Source: an optimization exercise on an open RTL-to-GDS flow (aim: small area, a short achievable clock period and few clock cycles). Production flows keep margins and buffers that such runs may drop.
RTL that was checked went through simulation tests only; none was proved equivalent to the original.

Design mat_vec_sequencer, start of the top module:
module mat_vec_sequencer #(
    parameter int FRAC_BITS = 16,
    parameter int DIM_W     = 8
) (
    input  logic             clk,
    input  logic             reset,
    input  logic             start,
    input  logic [DIM_W-1:0] m_dim,
    input  logic [DIM_W-1:0] n_dim,
    input  logic             transpose,
    output logic             mat_read,
    output logic [DIM_W-1:0] mat_m_addr,
    output logic [DIM_W-1:0] mat_n_addr,
    output logic             mat_tr,
    input  logic [31:0]      mat_data,
    output logic [DIM_W-1:0] vec_addr,
    input  logic [31:0]      vec_data,
    output logic             y_valid,
    input  logic             y_ready,
    output logic [DIM_W-1:0] y_addr,
    output logic [31:0]      y_data,
    output logic             busy,
    output logic             done
);
    logic             busy_q, done_q, rd_q, yv_q, ep, rp;
    logic [DIM_W-1:0] r, c, r_last, c_last, ya;
    logic             tr;
    logic             v1, f1, l1, e1;    
    logic             vA, fA, lA, eA;    
    logic             vB, fB, lB, eB;    
    wire idle    = !busy_q && !done_q;
    wire go      = idle && start;
    wire nz      = (m_dim != '0) && (n_dim != '0);
    wire c_end   = (c == c_last);
  ...
export LEC_CHECK = 0
export ABC_AREA = 1
export CAP_MARGIN = 20
export CORE_MARGIN = 2
export CORE_UTILIZATION = 40
export SLEW_MARGIN = 20
create_clock -name core_clock -period 12.0 [get_ports {clk}]
standard.sh (not shown) runs the stock make flow with config.mk's settings and CLKGATE_MAP_FILE= SYNTH_SCRIPT=/design/flow/synth_recipe.tcl, a recipe that flattens the netlist after the stock synthesis.
==> flow/flow/run.sh <==
#!/bin/bash
# The standard layout (standard.sh) with these changes:
# - Yosys's generic abc pass before full-adder extraction is skipped (-noabc), so extract_fa
#   sees the adder trees as written and does not put inverters between full adders;
# - port buffers are buf_2 rather than the delay buffer buffer_ports picks by itself;
# - clock tree: larger sink clusters and no dummy loads.
# Registers are untouched by all of them.
bash standard.sh SYNTH_ARGS=-noabc SETUP_SLACK_MARGIN=${MARGIN:-8.5} \
  "BUFFER_PORTS_ARGS=-buffer_cell sky130_fd_sc_hd__buf_2" \
  "CTS_ARGS=-sink_clustering_enable -repair_clock_nets -dont_use_dummy_load -sink_clustering_size 24 -sink_clustering_max_diameter 120" \
  finish > standard.log 2>&1
Testbench counts at the start, summed over its fixed seeds: cycles 39,365.
Then changed:
- TNS_END_PERCENT: not set -> 0
After rerunning:
- The changed run finished clean
- routed wire length drops by 2.3%
- area after synthesis stays the same
- via count decreases by 0.85%
- fmax goes down by 0.38%
- clock skew fell by 0.0099 ns
- setup slack got worse by 0.014 ns
- global-route usage barely changes
- design area shrinks by 2.9%
Then changed:
--- a/flow/flow/run.sh
+++ b/flow/flow/run.sh
@@ -7,3 +7,3 @@
 # Registers are untouched by all of them.
-bash standard.sh SYNTH_ARGS=-noabc SETUP_SLACK_MARGIN=${MARGIN:-8.5} \
+bash standard.sh SYNTH_ARGS=-noabc SETUP_SLACK_MARGIN=${MARGIN:-9.2} \
   "BUFFER_PORTS_ARGS=-buffer_cell sky130_fd_sc_hd__buf_2" \
Clock skew rises by 0.012 ns.
Utilization is about the same.
Final area stays flat.


Another version of the RTL of mat_vec_sequencer (not shown whole).
Size in the first run: ~3000 cells after synthesis, roughly 0.028 sq mm of cells after synthesis.
clock: 12.0 ns
lec_check: 0
abc_area: 1
cap_margin: 20
core_margin: 2
core_utilization: 40
slew_margin: 20
tns_end_percent: 0
==> flow/flow/run.sh <==
#!/bin/bash
# The standard layout (standard.sh) with these changes:
# - Yosys's generic abc pass before full-adder extraction is skipped (-noabc), so extract_fa
#   sees the adder trees as written and does not put inverters between full adders;
# - port buffers are buf_2 rather than the delay buffer buffer_ports picks by itself;
# - clock tree: larger sink clusters and no dummy loads.
# Registers are untouched by all of them.
bash standard.sh SYNTH_ARGS=-noabc SETUP_SLACK_MARGIN=${MARGIN:-8.8} \
  "BUFFER_PORTS_ARGS=-buffer_cell sky130_fd_sc_hd__buf_2" \
  "CTS_ARGS=-sink_clustering_enable -repair_clock_nets -dont_use_dummy_load -sink_clustering_size 24 -sink_clustering_max_diameter 120" \
  SKIP_GATE_CLONING=1 finish > standard.log 2>&1
Testbench counts at the start, summed over its fixed seeds: cycles 39,365.
Edit:
==> flow/flow/run.sh (replaced) <==
#!/bin/bash
# The standard layout (standard.sh) with these changes:
# - synthesis: flow/synth.tcl, which is synth_recipe.tcl with Yosys's generic abc pass before
#   full-adder extraction skipped (-noabc, so extract_fa sees the adder trees as written and
#   puts no inverters between full adders) and an area-oriented final mapping
#   (flow/abc_area.script); registers are untouched;
# - port buffers are buf_2 rather than the delay buffer buffer_ports picks by itself;
# - clock tree: larger sink clusters and no dummy loads.
export FLOW_FLOW_ABC_SCRIPT=$PWD/flow/abc_area.script
bash standard.sh SYNTH_SCRIPT=$PWD/flow/synth.tcl SYNTH_ARGS=-noabc SETUP_SLACK_MARGIN=${MARGIN:-8.8} \
  "BUFFER_PORTS_ARGS=-buffer_cell sky130_fd_sc_hd__buf_2" \
  "CTS_ARGS=-sink_clustering_enable -repair_clock_nets -dont_use_dummy_load -sink_clustering_size 24 -sink_clustering_max_diameter 120" \
  finish > standard.log 2>&1
==> flow/flow/abc_area.script (new file) <==
&get -n
&st
&dch -f
&nf -a
&put
topo
stime -c
==> flow/flow/synth.tcl (new file) <==
proc synth {args} { yosys synth -nofsm -noshare {*}$args }
proc abc {args} {
  set i [lsearch $args -script]
  if {$i >= 0} { lset args [expr {$i + 1}] $::env(FLOW_FLOW_ABC_SCRIPT) }
  yosys abc {*}$args
}
source $::env(SCRIPTS_DIR)/synth.tcl
# left out here: clear keep_hierarchy, flatten, clean up, hide names made inside functions, write 1_2_yosys.v
TNS_END_PERCENT = 5   (was 0)
Result: The new run finished with timing, DRC and antenna clean; count of clock-buffer cells in the layout stays the same; utilization went up by 7.5 points; critical path depth is unchanged; routed wire length went up by about a fifth; cell area went up by a little under a tenth; worst hold slack loses 50 ps; sequential cell count stays the same; worst setup slack loses 77 ps; area after synthesis went down by a little under a tenth.


mat_vec_sequencer with an RTL version that a note above also has.
Size in the first run: ~2900 cells after synthesis, about 300 flip-flops, about 150 I/O pins, roughly 28000 um^2 of cells after synthesis.
export LEC_CHECK = 0
export ABC_AREA = 1
export CAP_MARGIN = 20
export CORE_MARGIN = 2
export CORE_UTILIZATION = 40
export SLEW_MARGIN = 20
export TNS_END_PERCENT = 5
create_clock -name core_clock -period 12.0 [get_ports {clk}]
==> flow/flow/run.sh <==
#!/bin/bash
# The standard layout (standard.sh) with these changes:
# - Yosys's generic abc pass before full-adder extraction is skipped (-noabc), so extract_fa
#   sees the adder trees as written and does not put inverters between full adders;
# - port buffers are buf_2 rather than the delay buffer buffer_ports picks by itself;
# - clock tree: larger sink clusters and no dummy loads.
# Registers are untouched by all of them.
bash standard.sh SYNTH_ARGS=-noabc SETUP_SLACK_MARGIN=${MARGIN:-8.5} \
  "BUFFER_PORTS_ARGS=-buffer_cell sky130_fd_sc_hd__buf_2" \
  "CTS_ARGS=-sink_clustering_enable -repair_clock_nets -dont_use_dummy_load -sink_clustering_size 24 -sink_clustering_max_diameter 120" \
  finish > standard.log 2>&1
Testbench counts at the start, summed over its fixed seeds: cycles 39,365.
==> next run, changes <==
--- a/flow/flow/run.sh
+++ b/flow/flow/run.sh
@@ -8 +8 @@
-bash standard.sh SYNTH_ARGS=-noabc SETUP_SLACK_MARGIN=${MARGIN:-8.5} \
+bash standard.sh SYNTH_ARGS=-noabc SETUP_SLACK_MARGIN=${MARGIN:-8.3} \
--- a/flow/config.mk
+++ b/flow/config.mk
@@ -13 +13 @@
-export TNS_END_PERCENT = 5
+export TNS_END_PERCENT = 0
Effect: The new run ran to the end with no violations. Final area falls by 1.9%. Routed wire length goes down by 1.0%.
==> next run, changes <==
--- a/flow/flow/run.sh
+++ b/flow/flow/run.sh
@@ -8 +8 @@
-bash standard.sh SYNTH_ARGS=-noabc SETUP_SLACK_MARGIN=${MARGIN:-8.3} \
+bash standard.sh SYNTH_ARGS=-noabc SETUP_SLACK_MARGIN=${MARGIN:-8.8} \
Area after synthesis is unchanged. Clock-buffer cell count is unchanged. Utilization goes up by 0.30 points. Final area climbs slightly. Maximum frequency rises by a few percent. Die area is unchanged. Register-to-register slack improved by 0.21 ns. Hold slack loses 0.022 ns.


Setup of run A:
Another version of the RTL of mat_vec_sequencer (not shown whole).
For scale: ~3000 cells after synthesis, ~320 flip-flops, roughly 0.029 sq mm of cells after synthesis.
==> flow/config.mk <==
export PLATFORM = sky130hd
export DESIGN_NAME = mat_vec_sequencer
export DESIGN_NICKNAME = mat_vec_sequencer
export VERILOG_FILES = /design/flow/design.v
export SDC_FILE = /design/flow/constraint.sdc
export NUM_CORES = 4
export LEC_CHECK = 0
export ABC_AREA = 1
export CAP_MARGIN = 20
export CORE_MARGIN = 2
export CORE_UTILIZATION = 60
export PLACE_DENSITY = 0.75
export SLEW_MARGIN = 20
==> flow/constraint.sdc <==
create_clock -name core_clock -period 12.0 [get_ports {clk}]
set_input_delay 2.4000 -clock core_clock [delete_from_list [all_inputs] [get_ports {clk}]]
set_output_delay 2.4000 -clock core_clock [all_outputs]
set_load 0.01 [all_outputs]
==> flow/flow/run.sh <==
#!/bin/bash
# The standard layout (standard.sh) with these changes:
# - Yosys's generic abc pass before full-adder extraction is skipped (-noabc), so extract_fa
#   sees the adder trees as written and does not put inverters between full adders;
# - port buffers are buf_2 rather than the delay buffer buffer_ports picks by itself;
# - clock tree: larger sink clusters and no dummy loads.
# Registers are untouched by all of them.
bash standard.sh SYNTH_ARGS=-noabc SETUP_SLACK_MARGIN=${MARGIN:-8.5} \
  "BUFFER_PORTS_ARGS=-buffer_cell sky130_fd_sc_hd__buf_2" \
  "CTS_ARGS=-sink_clustering_enable -repair_clock_nets -dont_use_dummy_load -sink_clustering_size 24 -sink_clustering_max_diameter 120" \
  finish > standard.log 2>&1
Run A: no failed stages, no open violations at the end
Testbench counts of run A, summed over its fixed seeds: cycles 39,365.
--- input diff run A..run B ---
# run A
export LEC_CHECK = 0
export ABC_AREA = 1
export CAP_MARGIN = 20
export CORE_MARGIN = 2
export CORE_UTILIZATION = 60
export PLACE_DENSITY = 0.75
export SLEW_MARGIN = 20
create_clock -name core_clock -period 12.0 [get_ports {clk}]
# run B
export LEC_CHECK = 0
export ABC_AREA = 1
export CAP_MARGIN = 20
export CORE_MARGIN = 2
export CORE_UTILIZATION = 40
export SLEW_MARGIN = 20
create_clock -name core_clock -period 12.0 [get_ports {clk}]
diff --git a/flow/flow/run.sh b/flow/flow/run.sh
--- a/flow/flow/run.sh
+++ b/flow/flow/run.sh
@@ -8,4 +8,4 @@
 bash standard.sh SYNTH_ARGS=-noabc SETUP_SLACK_MARGIN=${MARGIN:-8.5} \
   "BUFFER_PORTS_ARGS=-buffer_cell sky130_fd_sc_hd__buf_2" \
-  "CTS_ARGS=-sink_clustering_enable -repair_clock_nets -dont_use_dummy_load -sink_clustering_size 24 -sink_clustering_max_diameter 120" \
+  "CTS_ARGS=-sink_clustering_enable -repair_clock_nets -dont_use_dummy_load -sink_clustering_size 30 -sink_clustering_max_diameter 150" \
   finish > standard.log 2>&1
--- outcome ---
Layout clock buffer count ends up higher on run A.
Average instance area after synthesis: run A vs run B identical
The following lists how run C was set up differently from run B:
==> flow/flow/run.sh <==
#!/bin/bash
bash standard.sh SYNTH_ARGS=-noabc SETUP_SLACK_MARGIN=${MARGIN:-8.5} finish > standard.log 2>&1
[summary]
- Relative to run B, post-synthesis to final-layout area growth increased by 5.3 points in run C.
- Compared with run B, run C shows wire length that has gone down slightly.
- ~same per-instance average area after synthesis in run C and run B
- Between run C and run B, it is run C whose global-route wire length before repair is higher, by about 0.44%.
- Summary of run C over run B: post-route cell area now sits higher.


Setup of P:
mat_vec_sequencer, a different RTL version from the one above (not shown whole).
Size: roughly 2,900 cells after synthesis, roughly 300 flip-flops, ~150 I/O pins, about 28,000 um^2 of cells after synthesis.
## mat_vec_sequencer
module mat_vec_sequencer #(
    parameter int FRAC_BITS = 16,
    parameter int DIM_W     = 8
) (
    input  logic             clk,
    input  logic             reset,
    input  logic             start,
    input  logic [DIM_W-1:0] m_dim,
    input  logic [DIM_W-1:0] n_dim,
    input  logic             transpose,
    output logic             mat_read,
    output logic [DIM_W-1:0] mat_m_addr,
    output logic [DIM_W-1:0] mat_n_addr,
    output logic             mat_tr,
    input  logic [31:0]      mat_data,
    output logic [DIM_W-1:0] vec_addr,
    input  logic [31:0]      vec_data,
    output logic             y_valid,
    input  logic             y_ready,
    output logic [DIM_W-1:0] y_addr,
    output logic [31:0]      y_data,
    output logic             busy,
    output logic             done
);
==> flow/config.mk <==
export PLATFORM = sky130hd
export DESIGN_NAME = mat_vec_sequencer
export DESIGN_NICKNAME = mat_vec_sequencer
export VERILOG_FILES = /design/flow/design.v
export SDC_FILE = /design/flow/constraint.sdc
export NUM_CORES = 4
export LEC_CHECK = 0
export ABC_AREA = 1
export CAP_MARGIN = 20
export CORE_MARGIN = 2
export CORE_UTILIZATION = 40
export SLEW_MARGIN = 20
==> flow/constraint.sdc <==
create_clock -name core_clock -period 12.0 [get_ports {clk}]
set_input_delay 2.4000 -clock core_clock [delete_from_list [all_inputs] [get_ports {clk}]]
set_output_delay 2.4000 -clock core_clock [all_outputs]
set_load 0.01 [all_outputs]
==> flow/flow/run.sh <==
#!/bin/bash
# The standard layout (standard.sh) with these changes:
# - Yosys's generic abc pass before full-adder extraction is skipped (-noabc), so extract_fa
#   sees the adder trees as written and does not put inverters between full adders;
# - port buffers are buf_2 rather than the delay buffer buffer_ports picks by itself;
# - clock tree: larger sink clusters and no dummy loads.
# Registers are untouched by all of them.
bash standard.sh SYNTH_ARGS=-noabc SETUP_SLACK_MARGIN=${MARGIN:-8.5} MATCH_CELL_FOOTPRINT=0 \
  "BUFFER_PORTS_ARGS=-buffer_cell sky130_fd_sc_hd__buf_2" \
  "CTS_ARGS=-sink_clustering_enable -repair_clock_nets -dont_use_dummy_load -sink_clustering_size 24 -sink_clustering_max_diameter 120" \
  finish > standard.log 2>&1
P went all the way through synthesis, placement and routing and the layout is clean on timing, DRC and antenna.
For Q, these inputs were changed with respect to P:
--- a/flow/flow/run.sh
+++ b/flow/flow/run.sh
@@ -6,5 +6,5 @@
 # - clock tree: larger sink clusters and no dummy loads.
 # Registers are untouched by all of them.
-bash standard.sh SYNTH_ARGS=-noabc SETUP_SLACK_MARGIN=${MARGIN:-8.5} MATCH_CELL_FOOTPRINT=0 \
+bash standard.sh SYNTH_ARGS=-noabc SETUP_SLACK_MARGIN=${MARGIN:-8.5} \
   "BUFFER_PORTS_ARGS=-buffer_cell sky130_fd_sc_hd__buf_2" \
   "CTS_ARGS=-sink_clustering_enable -repair_clock_nets -dont_use_dummy_load -sink_clustering_size 24 -sink_clustering_max_diameter 120" \
Findings:
Against P as the reference, Q delivers a lower number of diodes.
The clock buffer count from CTS number comes out higher for Q vs P.
Of Q and P, it is Q that has the higher shortest period the worst path allows.
Compared to P, the routing of Q uses more wire.
Compared with P, number of gates resized after cts in Q decreased by a little under 10%.
On clock-cell share of area, P and Q are basically level.
Q ended with less number of optimization iterations in the first detailed-route pass than P.
Worst hold slack essentially unchanged between Q and P.
No run of this note included a check of the RTL's function; only the layout flow was run.


v6:
mat_vec_sequencer with an RTL version that a note above also has.
Size: ~150 I/O pins, about 28,000 µm² of cells after synthesis.
export LEC_CHECK = 0
export ABC_AREA = 1
export CAP_MARGIN = 20
export CORE_MARGIN = 2
export CORE_UTILIZATION = 40
export SLEW_MARGIN = 20
export TNS_END_PERCENT = 1
create_clock -name core_clock -period 12.0 [get_ports {clk}]
==> flow/flow/run.sh <==
#!/bin/bash
# The standard layout (standard.sh) with these changes:
# - Yosys's generic abc pass before full-adder extraction is skipped (-noabc), so extract_fa
#   sees the adder trees as written and does not put inverters between full adders;
# - port buffers are buf_2 rather than the delay buffer buffer_ports picks by itself;
# - clock tree: larger sink clusters and no dummy loads.
# Registers are untouched by all of them.
bash standard.sh SYNTH_ARGS=-noabc SETUP_SLACK_MARGIN=${MARGIN:-8.8} \
  "BUFFER_PORTS_ARGS=-buffer_cell sky130_fd_sc_hd__buf_2" \
  "CTS_ARGS=-sink_clustering_enable -repair_clock_nets -dont_use_dummy_load -sink_clustering_size 24 -sink_clustering_max_diameter 120" \
  finish > standard.log 2>&1
Testbench counts of v6, summed over its fixed seeds: cycles 39,365.
Modified inputs, v7 compared to v6
- GPL_TIMING_DRIVEN now 0, previously not set
- TNS_END_PERCENT now 0, was 1
Findings:
Post-cts gate resize count ends up lower on v6.
Looking at critical setup path kind, the reg -> reg result is from v7; the reg -> out one comes from v6.
Comparing v7 against v6, there is no change at all in quantity of hold-fixing buffers added after cts.
v7 against v6: detailed route wirelength on metal2 higher, worst setup slack went down, maximum frequency down about 1.5%, final area has increased.
Compared with v6, cell area reported after detailed placement in v7 increased by a few percent.

## re-timing with driven ports
The flow's constraints put no driver on any port. The routed layouts listed below were extracted and timed again, unchanged, in two steps.
Step 1 (the two cells are an assumption about what drives the block):
set clk [get_ports {clk}]
set_driving_cell -lib_cell sky130_fd_sc_hd__clkbuf_16 $clk
set_driving_cell -lib_cell sky130_fd_sc_hd__buf_2 [delete_from_list [all_inputs] $clk]
Step 2, shift: input delay + t, output delay - t, t = (earliest + latest rising clock arrival at the registers) / 2. This alone moves slack from input paths to output paths.
a / b / c = ideal ports / drivers / drivers and shift; a / b = the first two.
| run | t, ns | setup slack, ns | clock arrival spread, ns |
|---|---|---|---|
| the first run of note 1 | 0.598 | 8.378 / 8.313 / 8.061 | 0.066 / 0.066 |
| the second run of note 1 | 0.595 | 8.364 / 8.299 / 7.989 | 0.057 / 0.057 |
| the third run of note 1 | 0.591 | 8.384 / 8.315 / 7.975 | 0.071 / 0.071 |
| the first run of note 2 | 0.591 | 8.417 / 8.352 / 8.017 | 0.070 / 0.071 |
| the second run of note 2 | 0.597 | 8.340 / 8.283 / 8.343 | 0.061 / 0.061 |
| the first run of note 3 | 0.593 | 8.408 / 8.340 / 7.965 | 0.060 / 0.061 |
| the second run of note 3 | 0.593 | 8.220 / 8.220 / 8.010 | 0.081 / 0.081 |
| the third run of note 3 | 0.591 | 8.384 / 8.315 / 7.975 | 0.071 / 0.071 |
| run A | 0.591 | 8.393 / 8.335 / 8.112 | 0.021 / 0.021 |
| run B | 0.599 | 8.388 / 8.327 / 8.119 | 0.023 / 0.023 |
| run C | 0.626 | 8.373 / 8.314 / 7.996 | 0.019 / 0.020 |
| P | 0.601 | 8.358 / 8.297 / 8.114 | 0.039 / 0.039 |
| Q | 0.600 | 8.355 / 8.295 / 8.063 | 0.044 / 0.044 |
| v6 | 0.589 | 8.415 / 8.350 / 8.023 | 0.067 / 0.066 |
| v7 | 0.603 | 8.359 / 8.330 / 8.341 | 0.041 / 0.041 |
After both steps every run listed still meets setup and hold. The setup slack of the first run of note 3, which loses most, moves by -0.068 ns with the drivers and by -0.443 ns with both steps.
